What follows belongs to an exercise in optimizing a design on an open flow for small area, a short achievable clock period and few clock cycles; a production flow would make more cautious choices.
Only simulation tests tie the RTL to the original design; equivalence was not proved.

Design queen_top, start of the top module:
module queen_top #(
    parameter int BOARD_N = 12
) (
    input  logic   clk,
    input  logic   rst_n,
    input  logic   in_valid,
    input  queen_pkg::coord_t row,
    input  queen_pkg::coord_t col,
    output logic   busy,
    output logic   out_valid,
    output queen_pkg::coord_t out,
    output logic   no_solution
);
export LEC_CHECK = 0
export ABC_AREA = 1
export CAP_MARGIN = 20
export CORE_MARGIN = 2
export CORE_UTILIZATION = 40
export SETUP_SLACK_MARGIN = 5
export SLEW_MARGIN = 20
create_clock -name core_clock -period 8.0 [get_ports {clk}]
run.sh (not shown) runs the stock make flow with config.mk's settings and CLKGATE_MAP_FILE= SYNTH_SCRIPT=/design/flow/synth_recipe.tcl, a recipe that flattens the netlist after the stock synthesis.
Testbench counts at the start, summed over its fixed seeds: cycles 28,073.
Next try:
--- a/flow/config.mk
+++ b/flow/config.mk
@@ -11,0 +12 @@
+export CTS_BUF_LIST = sky130_fd_sc_hd__clkbuf_8
What happened:
- non-clock buffer count climbs by 4
- flip-flop and latch count is unchanged
- hold slack improved by 0.0032 ns
- setup slack improved by 0.010 ns

* * *

queen_top, a different RTL version from the one above (not shown whole).
Size in the first run: roughly 18 I/O pins.
// queen_top
module queen_top #(
    parameter int BOARD_N = 12
) (
    input  logic   clk,
    input  logic   rst_n,
    input  logic   in_valid,
    input  queen_pkg::coord_t row,
    input  queen_pkg::coord_t col,
    output logic   busy,
    output logic   out_valid,
    output queen_pkg::coord_t out,
    output logic   no_solution
);
    localparam int DW = 2 * BOARD_N - 1;
    logic                 idle;
    logic                 accepting;
    logic                 first_beat;
    logic [BOARD_N-1:0]   col_we;
    logic [BOARD_N-1:0]   cand;
    logic                 dead;
    logic [BOARD_N-1:0]   rq;
    logic [DW-1:0]        pq;
    logic [DW-1:0]        qq;
    logic [BOARD_N-1:0]   chk;
    queen_pkg::coord_t    start_q;
    logic                 busy_d;
    logic                 emit_d;
    logic                 nosol_d;
    queen_pkg::coord_t    next_row;
    queen_input #(.BOARD_N(BOARD_N)) u_queen_input (
        .in_valid   (in_valid),
        .col        (col),
        .idle       (idle),
        .accepting  (accepting),
        .first_beat (first_beat),
        .col_we     (col_we)
    );
    queen_attack #(.BOARD_N(BOARD_N), .DW(DW)) u_queen_attack (
        .rq      (rq),
        .pq      (pq),
        .qq      (qq),
        .chk     (chk),
        .start_q (start_q),
        .cand    (cand),
        .dead    (dead)
    );
    queen_search #(.BOARD_N(BOARD_N), .DW(DW)) u_queen_search (
        .clk        (clk),
        .rst_n      (rst_n),
        .in_valid   (in_valid),
        .row        (row),
        .first_beat (first_beat),
        .col_we     (col_we),
        .cand       (cand),
        .dead       (dead),
        .idle       (idle),
        .accepting  (accepting),
        .rq         (rq),
        .pq         (pq),
        .qq         (qq),
        .chk        (chk),
        .start_q    (start_q),
        .busy_d     (busy_d),
        .emit_d     (emit_d),
        .nosol_d    (nosol_d),
        .next_row   (next_row)
    );
    queen_output u_queen_output (
        .clk         (clk),
        .rst_n       (rst_n),
        .busy_d      (busy_d),
  ...
make LEC_CHECK=0 ABC_CLOCK_PERIOD_IN_PS=3500 CAP_MARGIN=20 CORE_MARGIN=2 CORE_UTILIZATION=40 SETUP_SLACK_MARGIN=4.5 SLEW_MARGIN=20 finish   # period 8.0 ns
The first run produced a clean layout.
Testbench counts at the start, summed over its fixed seeds: cycles 31,777.
Rerun with:
- ABC_AREA: unset -> 1
- ABC_CLOCK_PERIOD_IN_PS: 3500 -> unset
Result: Via count climbs by 13%; worst setup slack gets better by 0.28 ns; flip-flop and latch count does not change.
Rerun with:
- ABC_AREA: 1 -> unset
- SETUP_SLACK_MARGIN: 4.5 -> unset
Outcome:
- The new run finished clean
- clock-buffer cell count is unchanged
- setup slack loses 2.0 ns
- critical path depth fell by 5
- wire length fell by about 20%
- hold slack gains 0.034 ns
- fmax fell by about 37%
- sequential share of layout area rose by 4.9 points
- final cell count fell by 27%
Rerun with:
- ABC_AREA: unset -> 1
- SETUP_SLACK_MARGIN: unset -> 5
The new run produced a clean layout.
Clock-buffer cell count does not change.
Synthesized cell count went up by well over a third.
Sequential share of layout area shrinks by 7.6 points.
Sequential cell count is unchanged.
Utilization climbs by 7.8 points.

## afterwards: timing with drivers on the ports
No port has a modelled driver above. Below, the same layouts with a new extraction and two added sets of constraints. Step 1, drivers: a clkbuf_16 drives clk and a buf_2 each remaining input, both assumed. Step 2, shift: input delay + t, output delay - t, t = (earliest + latest rising clock arrival at the registers) / 2. This alone moves slack from input paths to output paths. Slacks: no drivers / after step 1 / after step 2; pairs: no drivers / after step 1.
run | shift t [ns] | setup slack, ns | worst setup path after step 2 | latest minus earliest clock arrival (ns)
the first run of note 1 | 0.469 | 5.037 / 5.006 / 4.639 | input to register | 0.014 / 0.014
the second run of note 1 | 0.502 | 5.047 / 5.021 / 4.660 | input to register | 0.020 / 0.020
the first run of note 2 | 0.485 | 4.331 / 4.331 / 3.943 | input to register | 0.014 / 0.014
the second run of note 2 | 0.496 | 4.608 / 4.608 / 4.236 | input to register | 0.015 / 0.015
the third run of note 2 | 0.479 | 2.635 / 2.635 / 2.635 | register to register | 0.021 / 0.021
the fourth run of note 2 | 0.500 | 4.926 / 4.926 / 4.786 | input to register | 0.024 / 0.024
After both steps setup and hold are still met in every run listed. The setup slack of the first run of note 1, which loses most, moves by -0.031 ns with the drivers and by -0.398 ns with both steps.
